From an optimization exercise on the open Yosys and OpenROAD flow, aimed at small area, a short achievable clock period and few clock cycles per item; shortcuts taken in it are not production practice. RTL that was checked went through simulation tests only; none was proved equivalent to the original.

== yarrow ==
## rgb_to_hsl_convert
module rgb_to_hsl_convert (
    input  logic        i_clk,
    input  logic        i_rst_n,
    input  logic        i_valid,
    output logic        o_stall,
    input  logic [7:0]  i_red,
    input  logic [7:0]  i_green,
    input  logic [7:0]  i_blue,
    input  logic [7:0]  i_alpha,
    output logic        o_valid,
    input  logic        i_stall,
    output logic [12:0] o_hue,
    output logic [7:0]  o_saturation,
    output logic [7:0]  o_luminance,
    output logic [7:0]  o_alpha_out
);
Size in the first run: about 2400 cells after synthesis, roughly 300 flip-flops, roughly 21000 um^2 of cells after synthesis.
clock: 8.0 ns
lec_check: 0
abc_area: 1
cap_margin: 20
core_margin: 2
core_utilization: 40
setup_slack_margin: 4.0
slew_margin: 20
run.sh (not shown) runs the stock make flow with config.mk's settings and CLKGATE_MAP_FILE= SYNTH_SCRIPT=/design/flow/synth_recipe.tcl, a recipe that flattens the netlist after the stock synthesis.
Testbench counts of yarrow, summed over its fixed seeds: cycles 32,048, pixels 32,000.
diff inputs: yarrow => delta
diff --git a/flow/config.mk b/flow/config.mk
--- a/flow/config.mk
+++ b/flow/config.mk
@@ -7,3 +7,3 @@
 export LEC_CHECK = 0
-export ABC_AREA = 1
+export ABC_AREA = 0
 export CAP_MARGIN = 20
@@ -11,3 +11,3 @@
 export CORE_UTILIZATION = 40
-export SETUP_SLACK_MARGIN = 4.0
+export SETUP_SLACK_MARGIN = 4.2
 export SLEW_MARGIN = 20
## What came out
Changes observed in delta relative to yarrow: critical path depth higher, worst stage delay on the critical path shows a reduction of 0.07 ns.
Looking at xor-xnor portion of the synthesized cell area across delta and yarrow, the one that comes out lower is yarrow.
Worst setup slack delta (delta − yarrow): unfavourable
Delta (delta minus yarrow): via count now sits lower; count of distinct cell types in the synthesized netlist now sits higher.
yarrow → delta: horizontal die dimension went down by 1.7%, slew at the pin with the worst max-slew slack went down by 0.014 ns.
## Diff of input files: xenon against delta
diff --git a/flow/config.mk b/flow/config.mk
--- a/flow/config.mk
+++ b/flow/config.mk
@@ -7,3 +7,3 @@
 export LEC_CHECK = 0
-export ABC_AREA = 0
+export ABC_AREA = 1
 export CAP_MARGIN = 20
@@ -11,2 +11,3 @@
 export CORE_UTILIZATION = 40
+export PLACE_DENSITY = 0.5
 export SETUP_SLACK_MARGIN = 4.2
Results
When xenon is set beside delta, its maximum clock rate turns out to be about 14% larger. Finished layout cell area ended up about 7% lower on xenon than on delta. As of xenon, number of standard-cell rows in the floorplan had risen by a few percent compared to delta. xenon ends up with a adder-cell share of the synthesized area that is 0.58 points lower than in delta. Against delta, xenon comes in 146 lower on count of plain and timing-repair buffers in the layout. In the metrics for xenon and delta, the one carrying the lower die height is delta. In xenon the final routed wirelength across all metal layers turned out 700 um higher than in delta.
What fjord does differently from xenon at the input level:
diff --git a/flow/config.mk b/flow/config.mk
--- a/flow/config.mk
+++ b/flow/config.mk
@@ -11,4 +11,3 @@
 export CORE_UTILIZATION = 40
-export PLACE_DENSITY = 0.5
-export SETUP_SLACK_MARGIN = 4.2
+export SETUP_SLACK_MARGIN = 4.4
 export SLEW_MARGIN = 20
--- outcome ---
fjord: flow completed, timing, DRC and antenna clean
fjord ended up with a lower first-pass GRT wire length than xenon did.
fjord -> xenon: total congestion overflow after global routing delta 0, exact match
Worst hold slack for fjord is lower than for xenon.

---

Another version of the RTL of rgb_to_hsl_convert (not shown whole).
Size: ~2200 cells after synthesis.
clock: 8.0 ns
lec_check: 0
abc_area: 1
cap_margin: 5
core_margin: 2
core_utilization: 40
cts_cluster_diameter: 70
cts_cluster_size: 28
setup_slack_margin: 4.2
slew_margin: 5
The starting point finished clean.
Rerun with:
CAP_MARGIN = 20   (was 5)
CTS_CLUSTER_DIAMETER = not set   (was 70)
CTS_CLUSTER_SIZE = not set   (was 28)
SLEW_MARGIN = 20   (was 5)
Routed wire length increases slightly.
Worst setup slack degrades by 0.012 ns.
Utilization went up by 0.24 points.
Final area goes up slightly.
Hold slack is about the same.
Synthesized cell count is unchanged.
Rerun with:
CTS_CLUSTER_DIAMETER = 70   (was not set)
CTS_CLUSTER_SIZE = 28   (was not set)
After rerunning:
- register-to-register slack stays flat
- maximum frequency goes up by 0.31%
- final cell count goes down by 0.45%
- final area goes down by 0.49%
No functional check of the RTL was part of any run of this note.

## afterwards: timing with drivers on the ports
Ports are ideal in the flow. The routed layouts listed here were re-timed in OpenROAD. Step 1 sets driving cells, clkbuf_16 on the clock port and buf_2 on the other inputs (assumed; they add their load-dependent delay and slew). Step 2 moves the port delays by t, midway between the first and last clock arrival at a register: inputs arrive t later, outputs are due t later. That takes back most of the time a late clock gives input paths. Slacks: ideal ports / drivers / drivers and shift; pairs: ideal ports / drivers.
run	t (ns)	setup slack, ns	hold WS [ns]	worst setup path at the end	pins driven straight from the clock port
yarrow	0.577	4.140 / 4.167 / 3.590	0.402 / 0.402 / 0.402	input to register	1
delta	0.594	3.714 / 3.714 / 3.687	0.417 / 0.417 / 0.417	input to register	1
xenon	0.592	4.224 / 4.179 / 3.701	0.415 / 0.415 / 0.415	input to register	1
fjord	0.582	4.424 / 4.375 / 3.906	0.411 / 0.411 / 0.411	input to register	1
the first run of note 2	0.631	4.246 / 4.194 / 3.732	0.412 / 0.412 / 0.412	input to register	1
the second run of note 2	0.607	4.234 / 4.190 / 3.755	0.413 / 0.413 / 0.413	input to register	1
the third run of note 2	0.631	4.246 / 4.194 / 3.732	0.412 / 0.412 / 0.412	input to register	1
After both steps every run listed still meets setup and hold. For yarrow, which loses most, drivers alone change the setup slack by +0.027 ns; drivers and shift together by -0.550 ns.
